What follows belongs to an exercise in optimizing a design on an open flow for small area, a short achievable clock period and few clock cycles per item; a production flow would make more cautious choices.
At most, simulation tests tie the RTL to the original design; equivalence was not proved.

==> umber <==
==> flow/design.v (excerpt) <==
module cct_two_channel_led_mixer_unit #(
    parameter int FRAC_BITS = 16
) (
    input  logic                                i_clk,
    input  logic                                i_rst_n,
    input  logic                                i_cfg_we,
    input  logic [cmx_pkg::CFG_IDX_W-1:0]       i_cfg_idx,
    input  logic [cmx_pkg::CFG_W-1:0]           i_cfg_data,
    input  logic                                i_in_valid,
    output logic                                o_in_ready,
    input  logic                                i_in_light_on,
    input  logic [FRAC_BITS:0]                  i_in_level,
    input  logic [cmx_pkg::KELVIN_W-1:0]        i_in_color_temp,
    output logic                                o_out_valid,
    input  logic                                i_out_ready,
    output logic [cmx_pkg::DUTY_W-1:0]          o_out_warm_duty,
    output logic [cmx_pkg::DUTY_W-1:0]          o_out_cold_duty,
    output logic                                o_out_level_rejected
);
clock: 8.0 ns
lec_check: 0
cap_margin: 20
core_margin: 2
core_utilization: 40
setup_slack_margin: 3.5
slew_margin: 20
run.sh (not shown) runs the stock make flow with config.mk's settings and CLKGATE_MAP_FILE= SYNTH_SCRIPT=/design/flow/synth_recipe.tcl, a recipe that flattens the netlist after the stock synthesis.
==> ember: changes against umber <==
--- a/flow/design.v
+++ b/flow/design.v
@@ -10,13 +10,13 @@
     localparam logic [CFG_IDX_W-1:0] CFG_PWM_FULL    = 2'd3;
     localparam logic [KELVIN_W-1:0] RST_WARM_KELVIN = 16'd2700;
     localparam logic [KELVIN_W-1:0] RST_COLD_KELVIN = 16'd6500;
     localparam logic [MARGIN_W-1:0] RST_SNAP_MARGIN = 10'd75;
     localparam logic [DUTY_W-1:0]   RST_PWM_FULL    = 16'd1023;
-    function automatic logic [26:0] booth16(input logic [15:0] b);
+    function automatic logic [26:0] booth16(input logic [16:0] b);
         logic [18:0] x;
-        x = {2'b00, b, 1'b0};
+        x = {1'b0, b, 1'b0};
         for (int i = 0; i < 9; i++) begin
             booth16[3*i+2] = x[2*i+1] ^ x[2*i];
             booth16[3*i+1] = (x[2*i+2] & !x[2*i+1] & !x[2*i]) | (!x[2*i+2] & x[2*i+1] & x[2*i]);
             booth16[3*i]   = x[2*i+2];
         end
@@ -385,26 +385,38 @@
     input  logic [AW-1:0] i_a,
     input  logic [26:0]   i_b,
     output logic [W-1:0]  o_s,
     output logic [W-1:0]  o_c
 );
+    localparam int T0 = AW + 1;
+    function automatic logic [W-1:0] cneg();
+        logic [W-1:0] c;
+        c = '0;
+        for (int i = 0; i < 9; i++) begin
+            if (2 * i + AW + 1 < W) c = c - (W'(1) << (2 * i + AW + 1));
+        end
+        cneg = c;
+    endfunction
+    localparam logic [W-1:0]    CN  = cneg();
+    localparam logic [W-T0-1:0] CH0 = CN[W-1:T0];
+    localparam logic [W-T0-1:0] CH1 = CN[W-1:T0] + 1'b1;
     logic [8:0][W-1:0] rows;
     for (genvar i = 0; i < 9; i++) begin : g_row
-        logic          one, two, neg;
-        logic [AW:0]   m;
-        logic [W-1:0]  mz, v, nb;
+        logic        one, two, neg;
+        logic [AW:0] m, v;
         assign one = i_b[3*i+2];
         assign two = i_b[3*i+1];
         assign neg = i_b[3*i];
         assign m   = one ? {1'b0, i_a} : (two ? {i_a, 1'b0} : '0);
-        assign mz  = {{(W-AW-1){1'b0}}, m};
-        assign v   = neg ? ~mz : mz;
+        assign v   = neg ? ~m : m;
         if (i == 0) begin : g_first
-            assign rows[i] = v;
+            assign rows[i] = {neg ? CH0 : CH1, v};
         end else begin : g_next
+            logic [W-1:0] rv, nb;
+            assign rv      = {{(W-AW-2){1'b0}}, !neg, v};
             assign nb      = {{(W-1){1'b0}}, i_b[3*(i-1)]};
-            assign rows[i] = (v << (2 * i)) | (nb << (2 * (i - 1)));
+            assign rows[i] = (rv << (2 * i)) | (nb << (2 * (i - 1)));
         end
     end
     cmx_csa #(.NR(9), .W(W)) u_csa (.i_rows(rows), .o_s(o_s), .o_c(o_c));
 endmodule
 module cmx_div (
@@ -525,46 +537,48 @@
         r_cm     <= {1'b0, r_cold_k} - 17'(r_margin);
         r_cm_neg <= (17'(r_margin) > {1'b0, r_cold_k});
         r_w0     <= (r_warm_k == 16'd0);
         r_cw     <= r_cold_k - r_warm_k;
         r_cwz    <= lzc16(r_cw);
-        r_cwb    <= cmx_pkg::booth16(r_cw << lzc16(r_cw));
-        r_cb     <= cmx_pkg::booth16(r_cold_k);
-        r_pb     <= cmx_pkg::booth16(r_pwm_full);
+        r_cwb    <= cmx_pkg::booth16({1'b0, r_cw << lzc16(r_cw)});
+        r_cb     <= cmx_pkg::booth16({1'b0, r_cold_k});
+        r_pb     <= cmx_pkg::booth16({1'b0, r_pwm_full});
     end
     logic r_adv;
+    logic r_rdy;                  
     logic r_q0_v, r_q1_v;
     logic push, pop;
     logic q0_v_n, q1_v_n;
     logic        r0_v, r0_on, r0_rej, r0_sq;
     logic [16:0] r0_lv;
-    logic [15:0] r0_ct, r0_tw;
+    logic [15:0] r0_ct;
     always_ff @(posedge i_clk) begin
         if (!i_rst_n) r0_v <= 1'b0;
         else if (r_adv) r0_v <= i_in_valid;
     end
     always_ff @(posedge i_clk) begin
         if (r_adv) begin
             r0_on  <= i_in_light_on;
             r0_lv  <= i_in_level;
             r0_ct  <= i_in_color_temp;
-            r0_tw  <= i_in_color_temp - r_warm_k;
             r0_rej <= i_in_level[16] && (|i_in_level[15:0]);
             r0_sq  <= (i_in_level > 17'd9830);
         end
     end
     localparam logic [14:0] LIN_M = 15'd19661;    
     logic [3:0]  tz;
+    logic [15:0] tw;
     logic [31:0] sq_s, sq_c;
     logic [28:0] lin_s, lin_c;
     logic [7:0][28:0] lin_rows;
     logic        snap0, snap1;
     logic        r1_v, r1_on, r1_rej, r1_sq, r1_l16, r1_mix, r1_one;
     logic [15:0] r1_tn, r1_an;
     logic [31:0] r1_sq_s, r1_sq_c;
     logic [28:0] r1_lin_s, r1_lin_c;
     assign tz = lzc16(r0_ct);
+    assign tw = r0_ct - r_warm_k;
     cmx_sqcs u_sq (.i_a(r0_lv[15:0]), .o_s(sq_s), .o_c(sq_c));
     always_comb begin
         int n;
         n = 0;
         lin_rows = '0;
@@ -589,11 +603,11 @@
             r1_sq    <= r0_sq;
             r1_l16   <= r0_lv[16];
             r1_mix   <= !snap0 && !snap1 && !r_w0;
             r1_one   <= !snap0 && (snap1 || r_w0);
             r1_tn    <= r0_ct << tz;
-            r1_an    <= r0_tw << tz;
+            r1_an    <= tw << tz;
             r1_sq_s  <= sq_s;
             r1_sq_c  <= sq_c;
             r1_lin_s <= lin_s;
             r1_lin_c <= lin_c;
         end
@@ -697,10 +711,11 @@
     end
     logic [33:0] wfin;
     logic [15:0] quo0, quo1;
     logic        rc_v, rc_rej;
     logic [16:0] rc_kd, rc_s;
+    logic [26:0] rc_kb;
     assign wfin = rd_ws[NDS] + rd_wc[NDS];
     assign quo1 = rd_qp[NDS] + ~rd_qn[NDS];           
     assign quo0 = rd_qp[NDS] + ~rd_qn[NDS] + 16'd1;   
     always_ff @(posedge i_clk) begin
         if (!i_rst_n) rc_v <= 1'b0;
@@ -708,19 +723,20 @@
     end
     always_ff @(posedge i_clk) begin
         if (r_adv) begin
             rc_rej <= rd_rej[NDS];
             rc_kd  <= rd_kd[NDS];
+            rc_kb  <= cmx_pkg::booth16(rd_kd[NDS]);
             rc_s   <= rd_one[NDS] ? 17'h10000
                     : (rd_mix[NDS] ? {1'b0, wfin[33] ? quo1 : quo0} : 17'd0);
         end
     end
     logic [32:0] ms, mc;
     logic        rm_v, rm_rej;
     logic [16:0] rm_kd;
     logic [32:0] rm_s, rm_c;
-    cmx_mulcs #(.AW(17), .BW(17), .W(33)) u_m (.i_a(rc_s), .i_b(rc_kd), .o_s(ms), .o_c(mc));
+    cmx_mulbcs #(.AW(17), .W(33)) u_m (.i_a(rc_s), .i_b(rc_kb), .o_s(ms), .o_c(mc));
     always_ff @(posedge i_clk) begin
         if (!i_rst_n) rm_v <= 1'b0;
         else if (r_adv) rm_v <= rc_v;
     end
     always_ff @(posedge i_clk) begin
@@ -783,14 +799,16 @@
     always_ff @(posedge i_clk) begin
         if (!i_rst_n) begin
             r_q0_v <= 1'b0;
             r_q1_v <= 1'b0;
             r_adv  <= 1'b1;
+            r_rdy  <= 1'b0;
         end else begin
             r_q0_v <= q0_v_n;
             r_q1_v <= q1_v_n;
             r_adv  <= !(q0_v_n && q1_v_n);
+            r_rdy  <= !(q0_v_n && q1_v_n);
         end
     end
     always_ff @(posedge i_clk) begin
         if (pop ? r_q1_v : !r_q0_v) begin
             r_q0_warm <= r_q1_v ? r_q1_warm : warm;
@@ -805,11 +823,11 @@
             r_q1_warm <= warm;
             r_q1_cold <= cold;
             r_q1_rej  <= rp_rej;
         end
     end
-    assign o_in_ready           = r_adv;
+    assign o_in_ready           = r_rdy;
     assign o_out_valid          = r_q0_v;
     assign o_out_warm_duty      = r_q0_warm;
     assign o_out_cold_duty      = r_q0_cold;
     assign o_out_level_rejected = r_q0_rej;
 endmodule
Settings changed: CORE_UTILIZATION 40 to 65, PLACE_DENSITY from default to 0.75, SETUP_SLACK_MARGIN 3.5 to 4.0.
==> summary of the runs <==
- Between umber and ember, the lower clock skew is in ember (gap 20 ps).
- Against ember, the critical path depth of umber is higher by 1.
- Maximum frequency: ember is higher than umber (12%).
- Sequential share of layout area: ember is higher than umber (1.0 points).
==> figures <==
|  | ember | umber |
|---|---|---|
| #MultiIn Comb | 7910 | 7561 |
| Sequential cells | 1989 | 1985 |
| Result of the run | timing/DRC/antenna clean | timing/DRC/antenna clean |
| Final critical-path required period | 3950 ps | 4420 ps |
| Maximum fanout along the worst path | 14 | 18 |
| Final routed wirelength across all metal layers | 321 mm | 312 mm |
| Worst-case clock skew | 73.6 ps | 93.4 ps |
| Met3 track demand over resource | 0.0466 | 0.0232 |
| Fin Hold WS | 360 ps | 377 ps |
Testbench counts of ember, summed over its fixed seeds: cycles 2,536, items 2,400.
No functional check of the RTL was part of umber.

-- separate check: timing with driven ports --
The flow's constraints put no driver on any port. The routed layouts listed below were extracted and timed again, unchanged, in two steps.
Step 1 (the two cells are an assumption about what drives the block):
set clk [get_ports {i_clk}]
set_driving_cell -lib_cell sky130_fd_sc_hd__clkbuf_16 $clk
set_driving_cell -lib_cell sky130_fd_sc_hd__buf_2 [delete_from_list [all_inputs] $clk]
Step 2 also shifts input and output timing later by t, the mid clock arrival at the registers, as if the neighbouring blocks saw the same clock.
Three values: ideal ports, drivers, drivers and shift; two values: the first two.
run	t, ns	setup slack, ns	slew at the worst register clock pin (ns)	worst slew at a driven data input, ns
umber	0.990	3.580 / 3.580 / 3.026	0.07 / 0.07	0.08
ember	0.962	4.053 / 4.053 / 4.017	0.07 / 0.07	0.04
After both steps every run listed still meets setup and hold. The setup slack of umber, which loses most, moves by 0.000 ns with the drivers and by -0.554 ns with both steps.
